Source: an optimization exercise on an open RTL-to-GDS flow (aim: small area, a short achievable clock period and few clock cycles). Production flows keep margins and buffers that such runs may drop.
Only simulation tests tie the RTL to the original design; equivalence was not proved.
Power figures rest on the tool's default switching activity, not on a simulated workload.

## flow/design.v (module list and top-level ports; edited modules follow where they fit)
// module mlp_layer_sequencer: 3481 lines
// module mlp_fa: 10 lines
// module mlp_fx: 12 lines
// module mlp_fy: 14 lines
// module mlp_x2: 3 lines
// module mlp_mj: 3 lines
// module mlp_nd: 3 lines
// module mlp_nr: 3 lines
// module mlp_mi: 3 lines
// module mlp_ha: 9 lines
module mlp_layer_sequencer #(
    parameter int N_IN  = 784,
    parameter int N_OUT = 10,
    parameter int DW    = 32,
    parameter int FRAC  = 24,
    parameter int ACCW  = 74,
    parameter int RELU  = 1,
    localparam int c_iw = (N_IN > 1) ? $clog2(N_IN) : 1,
    localparam int c_ww = (N_IN * N_OUT > 1) ? $clog2(N_IN * N_OUT) : 1,
    localparam int c_ow = (N_OUT > 1) ? $clog2(N_OUT) : 1
) (
    input  logic            clk,
    input  logic            rst_n,
    input  logic            start,
    output logic            busy,
    output logic            done,
    output logic            sat,
    output logic            rd_en,
    output logic [c_iw-1:0] in_addr,
    output logic [c_ww-1:0] w_addr,
    output logic [c_ow-1:0] b_addr,
    input  logic [DW-1:0]   in_data,
    input  logic [DW-1:0]   w_data,
    input  logic [DW-1:0]   b_data,
    output logic            out_we,
    output logic [c_ow-1:0] out_addr,
    output logic [DW-1:0]   out_data
);
  // ...
==> flow/flow/run.sh <==
#!/bin/bash
# Layout flow: the standard ORFS flow, except that ports are buffered with
# plain buffers and the resizer may not use the delay cells.
set -euo pipefail
DLY="sky130_fd_sc_hd__clkdlybuf4s15_1 sky130_fd_sc_hd__clkdlybuf4s15_2 \
sky130_fd_sc_hd__clkdlybuf4s18_1 sky130_fd_sc_hd__clkdlybuf4s18_2 \
sky130_fd_sc_hd__clkdlybuf4s25_1 sky130_fd_sc_hd__clkdlybuf4s25_2 \
sky130_fd_sc_hd__clkdlybuf4s50_1 sky130_fd_sc_hd__clkdlybuf4s50_2 \
sky130_fd_sc_hd__dlygate4sd1_1 sky130_fd_sc_hd__dlygate4sd2_1 sky130_fd_sc_hd__dlygate4sd3_1 \
sky130_fd_sc_hd__dlymetal6s2s_1 sky130_fd_sc_hd__dlymetal6s4s_1 sky130_fd_sc_hd__dlymetal6s6s_1"
export DONT_USE_CELLS="$DLY"
export BUFFER_PORTS_ARGS="-buffer_cell sky130_fd_sc_hd__buf_2"
# Timing repair aims 7.5 ns below the clock period (the period itself is unchanged).
# Clock tree synthesis as in ORFS's cts.tcl, without dummy balancing loads.
CTS="-sink_clustering_enable -repair_clock_nets -dont_use_dummy_load"
bash standard.sh finish SETUP_SLACK_MARGIN=7.5 "CTS_ARGS=$CTS" > flow_make.log 2>&1
==> flow/standard.sh <==
#!/bin/bash
# synth_recipe.tcl (not shown) runs the flow's synth.tcl, then flattens the netlist and writes it again
# the make line also repeats each setting of config.mk as NAME=value (left out here)
make -C /OpenROAD-flow-scripts/flow DESIGN_CONFIG=/design/flow/config.mk WORK_HOME=/design/flow/orfs CLKGATE_MAP_FILE= SYNTH_SCRIPT=/design/flow/synth_recipe.tcl "${@:-finish}"
==> flow/config.mk <==
export PLATFORM = sky130hd
export DESIGN_NAME = mlp_layer_sequencer
export DESIGN_NICKNAME = mlp_layer_sequencer
export VERILOG_FILES = /design/flow/design.v
export SDC_FILE = /design/flow/constraint.sdc
export NUM_CORES = 4
export LEC_CHECK = 0
export CAP_MARGIN = 20
export CORE_MARGIN = 2
export CORE_UTILIZATION = 60
export SLEW_MARGIN = 20
export SYNTH_HIERARCHICAL = 1
==> flow/constraint.sdc <==
create_clock -name core_clock -period 11.0 [get_ports {clk}]
set_input_delay 2.2000 -clock core_clock [delete_from_list [all_inputs] [get_ports {clk}]]
set_output_delay 2.2000 -clock core_clock [all_outputs]
set_load 0.01 [all_outputs]
==> summary.txt, run 1 <==
* Dpl ws at 7.30 ns
* Max Fclk at 0.278 GHz
* Most frequent cells in the layout: 540 x xnor2_1, 536 x fa_1, 496 x a22oi_1
* Post-CTS sizing at 10
* Switching power at 5.57 mW
* FF-to-FF Start: two_r[11]$_DFF_P_
* Dominant cell by count in the synthesized netlist: dfxtp_1
* Hold Path Class: register to register
* CTS buffer count at 60
* Buf/Inv on CP at 0
* Worst path most repeated cell: fa_1
* Setup violators final at 0
* Met2 usage at 51.3%
* Avg Synthesized Cell Area at 11.4 µm²
* Routed WL at 113 mm
* Placed cell count at 4,197
* Initial DRC count at 2,746
* Drt wl/cell at 26.5 µm
* Area grow syn2layout at 7.12%
* Clk buf depth at 3
* Clock power share at 12.9%
* Invs w/o clock at 44
* Drt via density at 6.40
* Switch share at 42.0%
* Setup Fix Bufs, Post-CTS at 1
* Pwr Total at 13.3 mW
* Crit-path max FO at 32
* Worst-path cell chain: a22oi_1, xnor2_1, fa_1, fa_1, fa_1, xor2_1, xor2_1
* Critical Path RT at 11.48 ns
* Status: finished clean
* Leak at 16.5 nW
* Hpwl dp at 72.7 mm
* Routed met2 length at 49.5 mm
* Number of flops mapped to enable cells by yosys at 0
* Cell Int Power at 7.70 mW
* NonClk Buf Share at 2.83%
* Top cells by area, synth: dfxtp_1 28%, fa_1 27%, xnor2_1 12%, a22oi_1 9.5%, ha_1 6.3%
Testbench counts, summed over its fixed seeds: cycles 188,320.
==> inputs of run 2 (changes only) <==
--- a/flow/design.v
+++ b/flow/design.v
@@ -119,22 +119,44 @@
         b31_r <= b_data[31];
         neg_r <= neg_d;
         one_r <= one_d;
         two_r <= two_d;
     end
     logic [33:0] pp_0, pp_1, pp_2, pp_3, pp_4, pp_5, pp_6, pp_7,
                  pp_8, pp_9, pp_10, pp_11, pp_12, pp_13, pp_14, pp_15;
     logic [33:0] pp [16];
-    logic [33:0] a_x1, a_x2;
-    assign a_x1 = {a_r[31], a_r[31], a_r};
-    assign a_x2 = {a_r[31], a_r, 1'b0};
+    logic [31:0] an_l, an_h;
+    logic [15:0] onen_a, onen_b, twon_a, twon_b, negn_a, negn_b;
+    for (genvar g = 0; g < 32; g++) begin : g_ainv
+        mlp_inv u_l (.a(a_r[g]), .y(an_l[g]));
+        mlp_inv u_h (.a(a_r[g]), .y(an_h[g]));
+    end
+    for (genvar g = 0; g < 16; g++) begin : g_sinv
+        mlp_inv u_oa (.a(one_r[g]), .y(onen_a[g]));
+        mlp_inv u_ob (.a(one_r[g]), .y(onen_b[g]));
+        mlp_inv u_ta (.a(two_r[g]), .y(twon_a[g]));
+        mlp_inv u_tb (.a(two_r[g]), .y(twon_b[g]));
+        mlp_inv u_na (.a(neg_r[g]), .y(negn_a[g]));
+        mlp_inv u_nb (.a(neg_r[g]), .y(negn_b[g]));
+    end
     always_comb begin
-        for (int k = 0; k < 16; k++)
-            pp[k] = ((a_x1 & {34{one_r[k]}}) | (a_x2 & {34{two_r[k]}})) ^ {34{neg_r[k]}};
+        for (int k = 0; k < 16; k++) begin
+            logic [31:0] aa;
+            logic [33:0] x1, x2;
+            aa = (k < 8) ? ~an_l : ~an_h;
+            x1 = {aa[31], aa[31], aa};
+            x2 = {aa[31], aa, 1'b0};
+            for (int i = 0; i < 34; i++) begin
+                if (i < 17)
+                    pp[k][i] = ((x1[i] & ~onen_a[k]) | (x2[i] & ~twon_a[k])) ^ ~negn_a[k];
+                else
+                    pp[k][i] = ((x1[i] & ~onen_b[k]) | (x2[i] & ~twon_b[k])) ^ ~negn_b[k];
+            end
+        end
     end
     assign pp_0 = pp[0];   assign pp_1 = pp[1];   assign pp_2 = pp[2];   assign pp_3 = pp[3];
     assign pp_4 = pp[4];   assign pp_5 = pp[5];   assign pp_6 = pp[6];   assign pp_7 = pp[7];
     assign pp_8 = pp[8];   assign pp_9 = pp[9];   assign pp_10 = pp[10]; assign pp_11 = pp[11];
     assign pp_12 = pp[12]; assign pp_13 = pp[13]; assign pp_14 = pp[14]; assign pp_15 = pp[15];
     logic [73:0] r_s, r_c, srow, crow, s_nx, c_nx;
     assign srow[0] = r_s[0] & ~first3;
     assign srow[1] = r_s[1] & ~first3;
@@ -3526,16 +3548,19 @@
     assign y = ~(a & b);
 endmodule
 module mlp_nr (input logic a, input logic b, output logic y);
     assign y = ~(a | b);
 endmodule
 module mlp_mi (input logic s, input logic a0, input logic a1, output logic y);
     assign y = ~(s ? a1 : a0);
 endmodule
+module mlp_inv (input logic a, output logic y);
+    assign y = ~a;
+endmodule
 module mlp_ha (
     input  logic a,
     input  logic b,
     output logic s,
     output logic co
 );
     assign s  = a ^ b;
     assign co = a & b;
==> run 2 against run 1 <==
- still clean on timing, DRC and antenna
- wire length shrank 5.8%
- die area increased by 0.66%
- combinational power grew 0.5%
- critical path type unchanged
- largest cell class unchanged
==> summary.txt, run 2 <==
* Number of synthesized register bits at 543
* Stages on the worst setup path at 6
* Area grow syn2layout at 6.41%
* CTS Sinks at 543
* GP Congestion at 0.980
* I/O Buffers at 165
* Leading area contributor after synthesis: dfxtp_1
* Synth cell types at 56
* Final ANT Viol Nets at 0
* GRT overflow at 0
* Nets at 4,428
* Critical Path RT at 11.46 ns (-0.02 ns)
* Setup violators final at 0 (unchanged)
* Initial Util at 60.4%
* Top Registers: r_c x74, r_s x74
* CTS tree: yes
* Worst path most repeated cell: fa_1
* Sequential Area at 10,900 µm²
* WHS at 0.387 ns
* Worst Slack Setup Final at 7.56 ns
* Buf/Inv on CP at 1 (+1)
* Period utilization at 31.3%
* Clock root cell: clkbuf_16
* Number of global-route vias before repair at 28.2k
* Worst Setup Path Type: register to register
* Number of flops mapped to enable cells by yosys at 0 (unchanged)
* Fin. Hold Viols at 0
* Commonest non-fill, non-tap cell in the layout: xnor2_1
* Reg2reg path depth at 6
* Post-synthesis instance total at 3,678
* Slew @ Worst Pin at 1.05 ns
* Fill count at 5,221
* Routed WL at 106 mm (-5.8%)
* Crit-path max FO at 17 (-47%)
* Worst clock skew at 0.0585 ns
* Post-synthesis cell area at 39,500 µm²
* Placed cell count at 4,357 (+3.8%)
* Peak supply drop at 0.133 mV
* Worst-path cell chain: inv_1, xnor2_1, fa_1, fa_1, fa_1, maj3_2
* Commonest cells in the netlist: 543 x dfxtp_1, 539 x xnor2_1, 536 x fa_1
* WP data arrival at 3.91 ns
* Top delay family on crit path: adder cells
* First-pass GRT wire length at 164 mm
* Critical path endpoint category: register
* Multi-input gate area at 26,500 µm²
* Boundary Pins at 167
* # DRC at 0
* Slew HR at 30.2%
* Antenna diodes at 0
* Non-filler cells, final at 4,458
* Via count at 27.3k
* Clock latency on the worst-skew pair at 0.62 ns
* Most frequent cells in the layout: 539 x xnor2_1, 537 x dfxtp_1, 536 x fa_1
* Max Fclk at 0.290 GHz (+4.4%)
* Top cells by area, synth: dfxtp_1 28%, fa_1 27%, xnor2_1 12%, o22ai_1 7.9%, ha_1 6.2%
* Power Density at 313 nW/µm²
* Largest net degree at the start of global routing at 67
* Dpl ws at 7.31 ns (+0.00337 ns)
* Yosys warning count at 8
* Leak at 16.8 nW (+1.7%)
* Hold path cells at 0
* Hold Path Class: register to register
* Syn_nets at 4,510
* Status: finished clean
* Initial DRC count at 2,689 (-2.1%)
* Fraction of registers with async set/reset at 0%
* Hold path start: neg_r[8]$_DFF_P_
* Drt via density at 6.11 (-4.4%)
* Die footprint at 67,900 µm²
* Area share of the largest cell type after synthesis at 27.5%
* FF-to-FF Start: neg_r[13]$_DFF_P_
* Hpwl dp at 81.9 mm (+13%)
* Die Span X at 261 µm
* Die height at 261 µm
* Peak per-stage delay on the critical path at 0.61 ns
* Initial antenna violation count at 2
* Initial DRT Pass Iterations at 5
* GRT Total Usage at 31.5%
* Crit-path slowest cell: dfxtp_1
* Part of the Yosys area used for sequential elements at 27.5%
* WHS Endpoint: ph0_r[16]$_DFF_P_
* Dominant cell by count in the synthesized netlist: dfxtp_1
* Final core utilization at 64.2%
* H-Tree Level Count at 2
* Setup TNS at 0 ns
* Critical R2R Capture: ph0_r[38]$_DFF_P_
* Avg Synthesized Cell Area at 10.7 µm² (-5.8%)
* Clk buf depth at 3 (unchanged)
* CTS buffer count at 58 (-3.3%)
* Post-layout min period at 3.44 ns
* Clock-pin slew on the worst setup and hold paths at 0.05 ns
* Final Slew Violations at 0
* Core region area at 65,400 µm²
* Hold buffer count at CTS at 0
* Startpoint Class: register
* Setup slack, reg-to-reg at 7.56 ns
* Standard-cell row count at 94
* RSZ-0062 raised after global routing: yes
* Share of cells above drive strength 1 at 12.0%
* Top FF cell, synth: dfxtp_1
* Max-cap violation count at 0
* Drt wl/cell at 23.9 µm (-10%)
[run 2: cell type report]
class | count | share of cell area (%)
multi-input cells | 2570 | 63.1
clock buffers | 58 | 3.46
well taps | 864 | 2.57
flip-flops and latches | 543 | 25.9
repair buffers | 212 | 2.99
inverters | 211 | 1.97
[run 2: layer usage]
metal  up-vias  part of all wire, %  global-route usage, %
li1      12000                    -                      -
met1     13600                   44                   46.0
met2      1444                   42                   46.2
met3       214                   11                   8.34
met4         2                  2.7                   8.73
met5         -                0.012                      0
[run 2: per-stage QoR]
| stage | power, mW | cell area, µm² |
|---|---|---|
| 2_1_floorplan | 9.29 | 39500 |
| 3_3_place_gp | 11.1 | 40100 |
| 5_1_grt | 14.4 | 42000 |
| 6_report | 13.1 | 42000 |
| 4_1_cts | 13.2 | 41600 |
| 3_5_place_dp | 11.5 | 40100 |
[run 2: report_power, final]
group	switching (mW)	internal (mW)
registers	0.577	2.98
clock network	0.726	0.914
logic	4.18	3.77
[run 2: Yosys stat by module (local to each module, per instance), excerpt]
module               flip-flops and latches  times used  cells inside
mlp_mj                                    0          48             1
mlp_inv                                   0         160             1
mlp_fa                                    0         511             1
mlp_layer_sequencer                     543           1          2759
mlp_ha                                    0         104             1
mlp_x2                                    0          96             1
[run 2: what timing repair did]
item,in CTS,in global routing
resized for setup,3,18
endpoints found under the setup margin,43,39
buffers inserted,1,42
pin swaps,0,0
[run 2: logic make-up after synthesis]
group                      synth area share (%)
buffers and inverters                      5.39
xor gates and xnor gates                   14.9
muxes                                      1.76
other                                   0.00950
AOI/OAI and AO/OA                          10.1
DFF                                        27.5
and+or+nand+nor                            5.50
adders and majority gates                  34.8
[run 2: worst max-delay path by stage]
stage                 startpoint                 to
2_1_floorplan  neg_r[11]$_DFF_P_  ph0_r[34]$_DFF_P_
3_3_place_gp     r_s[49]$_DFF_P_   r_hi[72]$_DFF_P_
3_5_place_dp     r_s[49]$_DFF_P_   r_hi[72]$_DFF_P_
4_1_cts         rd_en$_SDFF_PP1_              rd_en
5_1_grt          r_s[21]$_DFF_P_   r_hi[73]$_DFF_P_
6_report       neg_r[13]$_DFF_P_  ph0_r[38]$_DFF_P_
[run 2: worst reg2reg max path, cell delays in order, from the launching register on]
cell     delay (ns)
dfxtp_1        0.61
inv_1          0.56
xnor2_1        0.41
fa_1           0.49
fa_1           0.45
fa_1           0.50
maj3_2         0.32
Testbench counts of run 2, summed over its fixed seeds: cycles 188,320.
==> inputs of run 3 (changes only) <==
--- a/flow/flow/run.sh
+++ b/flow/flow/run.sh
@@ -11,6 +11,7 @@
 export DONT_USE_CELLS="$DLY"
 export BUFFER_PORTS_ARGS="-buffer_cell sky130_fd_sc_hd__buf_2"
-# Timing repair aims 7.5 ns below the clock period (the period itself is unchanged).
-# Clock tree synthesis as in ORFS's cts.tcl, without dummy balancing loads.
-CTS="-sink_clustering_enable -repair_clock_nets -dont_use_dummy_load"
-bash standard.sh finish SETUP_SLACK_MARGIN=7.5 "CTS_ARGS=$CTS" > flow_make.log 2>&1
+# Timing repair aims 7.6 ns below the clock period (the period itself is unchanged).
+# Clock tree synthesis as in ORFS's cts.tcl, without dummy balancing loads and
+# with larger sink clusters.
+CTS="-sink_clustering_enable -repair_clock_nets -dont_use_dummy_load -sink_clustering_size 30 -sink_clustering_max_diameter 100"
+bash standard.sh finish SETUP_SLACK_MARGIN=7.6 "CTS_ARGS=$CTS" > flow_make.log 2>&1
==> run 3 against run 2 <==
- area after synthesis unchanged
- critical endpoint unchanged
- critical path depth did not move
- hold slack gained 0.050 ns
- first-iteration DRC count is 6.8% lower
- final cell count down 0.52%
- maximum frequency increased by 0.80%
- power decreased by 4.2%
- highest routed layer unchanged
- clock power down 36%
- design area fell by 1.2%
==> summary.txt, run 3 <==
* Post-Synth Adder-Cell Area at 34.8% (unchanged)
* Clock-pin slew on the worst setup and hold paths at 0.11 ns (+0.06 ns)
* Pwr Total at 12.6 mW (-4.2%)
* GRT overflow at 0 (unchanged)
* First-pass GRT wire length at 163 mm (-0.54%)
* # DRC at 0 (unchanged)
* Boundary Pins at 167 (unchanged)
* GP Congestion at 0.980 (unchanged)
* Crit-path max FO at 17 (unchanged)
* Worst Setup Path Type: register to register
* Nets at 4,405 (-0.52%)
* Slew HR at 29.3% (-0.87 points)
* Dominant cell by count in the synthesized netlist: dfxtp_1
* Number of global-route vias before repair at 28.0k (-0.86%)
* Largest family of logic cells by synthesized area: adder cells
* Top Registers: r_c x74, r_s x74
* Worst clock skew at 0.0565 ns (-0.00198 ns)
* Commonest cells in the netlist: 543 x dfxtp_1, 539 x xnor2_1, 536 x fa_1
* Critical R2R Capture: ph0_r[38]$_DFF_P_
* WP data arrival at 3.89 ns (-0.02 ns)
* Area share of the largest cell type after synthesis at 27.5% (unchanged)
* Largest net degree at the start of global routing at 67 (unchanged)
* Startpoint Class: register
* Crit-path slowest cell: dfxtp_1
* Peak per-stage delay on the critical path at 0.57 ns (-0.04 ns)
* Worst path most repeated cell: fa_1
* Top FF cell, synth: dfxtp_1
* Setup TNS at 0 ns (unchanged)
* Fraction of registers with async set/reset at 0% (unchanged)
* Leak at 16.4 nW (-2.2%)
* Fraction of the mapped netlist area in simple logic gates at 5.50% (unchanged)
* Share of cells above drive strength 1 at 13.4% (+1.4 points)
* Part of the Yosys area used for sequential elements at 27.5% (unchanged)
* Number of synthesized register bits at 543 (unchanged)
* Hold Path Class: register to register
* Post-synthesis cell area at 39,500 µm² (unchanged)
* Reg2reg path depth at 6 (unchanged)
* Clk buf depth at 3 (unchanged)
* FF-to-FF Start: neg_r[13]$_DFF_P_
* Fin. Hold Viols at 0 (unchanged)
* Area grow syn2layout at 5.16%
* Top cells by area, synth: dfxtp_1 28%, fa_1 27%, xnor2_1 12%, o22ai_1 7.9%, ha_1 6.2%
* Post-synthesis instance total at 3,678 (unchanged)
* Synth cell types at 56 (unchanged)
* Setup violators final at 0 (unchanged)
* CTS buffer count at 26 (-55%)
* Hold path start: neg_r[8]$_DFF_P_
* Die Span X at 261 µm (unchanged)
* CTS tree: yes
* Number of flops mapped to enable cells by yosys at 0 (unchanged)
* Final Slew Violations at 0 (unchanged)
* Critical path endpoint category: register
* Period utilization at 31.1% (-0.25 points)
* Die footprint at 67,900 µm² (unchanged)
* Setup slack, reg-to-reg at 7.58 ns (+0.03 ns)
* Post-layout min period at 3.42 ns (-0.0274 ns)
* Antenna diodes at 0 (unchanged)
* Via count at 27.0k (-0.96%)
* Syn_nets at 4,510 (unchanged)
* H-Tree Level Count at 1 (-1)
* Worst-path cell chain: inv_1, xnor2_1, fa_1, fa_1, fa_1, maj3_2
* Avg Synthesized Cell Area at 10.7 µm² (unchanged)
* Worst Slack Setup Final at 7.58 ns (+0.0274 ns)
* Clock latency on the worst-skew pair at 0.62 ns (about the same)
* Mux share of post-synthesis cell area at 1.76% (unchanged)
* Routed WL at 106 mm (-0.43%)
* CTS Sinks at 543 (unchanged)
* I/O Buffers at 165 (unchanged)
* Hold path cells at 0 (unchanged)
* Final ANT Viol Nets at 0 (unchanged)
* Post-synthesis xor/xnor area fraction at 14.9% (unchanged)
* WHS Endpoint: ph0_r[16]$_DFF_P_
* Critical Path RT at 11.47 ns (about the same)
* GRT Total Usage at 31.2% (-0.30 points)
* Drt via density at 6.09 (-0.44%)
* Dpl ws at 7.31 ns (unchanged)
* Peak supply drop at 0.181 mV (+37%)
* Yosys warning count at 8 (unchanged)
* Most frequent cells in the layout: 537 x xnor2_1, 536 x fa_1, 496 x o22ai_1
* Commonest non-fill, non-tap cell in the layout: xnor2_1
* WHS at 0.436 ns (+0.0495 ns)
* Initial antenna violation count at 1 (-1)
* Hold buffer count at CTS at 0 (unchanged)
* Die height at 261 µm (unchanged)
* Initial DRT Pass Iterations at 6 (+1)
* RSZ-0062 raised after global routing: yes
* Power Density at 303 nW/µm² (-3.1%)
* Slew @ Worst Pin at 1.06 ns (+0.0130 ns)
* Compound-Gate Fraction of Synth Area at 10.1% (unchanged)
* Initial Util at 60.4% (unchanged)
* Core region area at 65,400 µm² (unchanged)
* Initial DRC count at 2,507 (-6.8%)
* Drt wl/cell at 23.9 µm (about the same)
* Hpwl dp at 81.9 mm (unchanged)
* Clock root cell: clkbuf_16
* Leading area contributor after synthesis: dfxtp_1
* Standard-cell row count at 94 (unchanged)
* Status: finished clean
* Max-cap violation count at 0 (unchanged)
* Max Fclk at 0.293 GHz (+0.80%)
run 3: cell counts after synthesis:
Identical to the previous run, type by type.
run 3: worst max path at each step:
stage               slack (ns)                 to               from  depth (start not counted)
CTS                       7.43              rd_en   rd_en$_SDFF_PP1_                          1
floorplan                 7.86  ph0_r[34]$_DFF_P_  neg_r[11]$_DFF_P_                          8
finish                    7.58  ph0_r[38]$_DFF_P_  neg_r[13]$_DFF_P_                          6
detailed placement        7.31   r_hi[72]$_DFF_P_    r_s[49]$_DFF_P_                         10
global route              7.51  ph1_r[52]$_DFF_P_  neg_r[13]$_DFF_P_                          7
global placement          7.40   r_hi[72]$_DFF_P_    r_s[49]$_DFF_P_                         10
run 3: area by class of cell:
cell class,instances,area [µm²]
Multi-Input combinational cell,2570,26600
Fill cell,5283,23900
Sequential cell,543,11000
Inverter,211,882
Timing Repair Buffer,221,1350
Tap cell,864,1080
Clock buffer,26,651
run 3: critical path, delay by kind of cell, from the launching register on:
family	cells	cell delay, ns
buffers and inverters	1	0.53
flip-flops	1	0.57
adder cells (fa/ha/maj)	4	1.75
XOR/XNOR	1	0.41
run 3: logic make-up (layout without fill, tap and decap cells):
kind of cell | count (synthesis) | count (layout)
AND/OR/NAND/NOR | 415 | 415
other | 1 | 1
XOR/XNOR | 673 | 673
multiplexers | 62 | 62
buffers and inverters | 565 | 458
AO/OA/AOI/OAI | 638 | 638
flip-flops | 543 | 543
adder cells (fa/ha/maj) | 781 | 781
run 3: per-module statistics from Yosys, one instance, submodules excluded, excerpt:
module | flip-flops and latches | copies in the design | cells inside
mlp_fa | 0 | 511 | 1
mlp_ha | 0 | 104 | 1
mlp_inv | 0 | 160 | 1
mlp_layer_sequencer | 543 | 1 | 2759
mlp_mj | 0 | 48 | 1
mlp_x2 | 0 | 96 | 1
run 3: metal layers:
metal	vias to the layer above	wire length, µm	global-route usage, %
li1	12000	-	-
met1	13500	47200	46.0
met2	1379	44800	45.9
met3	177	11300	7.86
met4	2	2550	7.95
met5	-	13	0
run 3: repair_timing:
item	in CTS	in global routing
gates cloned	0	0
gates resized for setup	40	63
pin swaps	2	5
setup endpoints to repair	93	143
setup buffers	10	42
run 3: per-stage QoR:
stage / utilization (%) / area (µm²) / cells
finish: 63.5 / 41500 / 4435
detailed placement: 61.3 / 40100 / 4357
CTS: 62.6 / 40900 / 4393
floorplan: - / 39500 / 3678
global placement: 61.3 / 40100 / 4357
global route: 63.5 / 41500 / 4435
run 3: report_power, final:
group	internal [mW]	leakage, nW	total [mW]	switching, mW
sequential	2.97	4.58	3.55	0.577
combinational	3.79	11.5	7.99	4.20
clock	0.422	0.320	1.05	0.627
total	7.19	16.4	12.6	5.40

[re-timing with driven ports]
No port has a modelled driver above. Below, the same layouts with a new extraction and two added sets of constraints.
Step 1 (the two cells are an assumption about what drives the block):
set clk [get_ports {clk}]
set_driving_cell -lib_cell sky130_fd_sc_hd__clkbuf_16 $clk
set_driving_cell -lib_cell sky130_fd_sc_hd__buf_2 [delete_from_list [all_inputs] $clk]
Step 2 adds t to the input delays and takes it off the output delays; t is the mean of the earliest and latest rising clock arrival at the registers after step 1. Input paths then give back, and output paths get back, about the clock's delay inside the block.
a / b / c = no drivers / after step 1 / after step 2; a / b = the first two.
| run | t, ns | setup slack, ns | clock arrival spread, ns | slew at the worst register clock pin (ns) | worst data-port slew with drivers (ns) |
|---|---|---|---|---|---|
| run 1 | 0.682 | 7.407 / 7.407 / 7.407 | 0.053 / 0.053 | 0.06 / 0.06 | 0.06 |
| run 2 | 0.662 | 7.557 / 7.503 / 7.557 | 0.067 / 0.066 | 0.06 / 0.06 | 0.06 |
| run 3 | 0.663 | 7.584 / 7.575 / 7.584 | 0.060 / 0.060 | 0.11 / 0.11 | 0.06 |
After both steps every run listed still meets setup and hold.
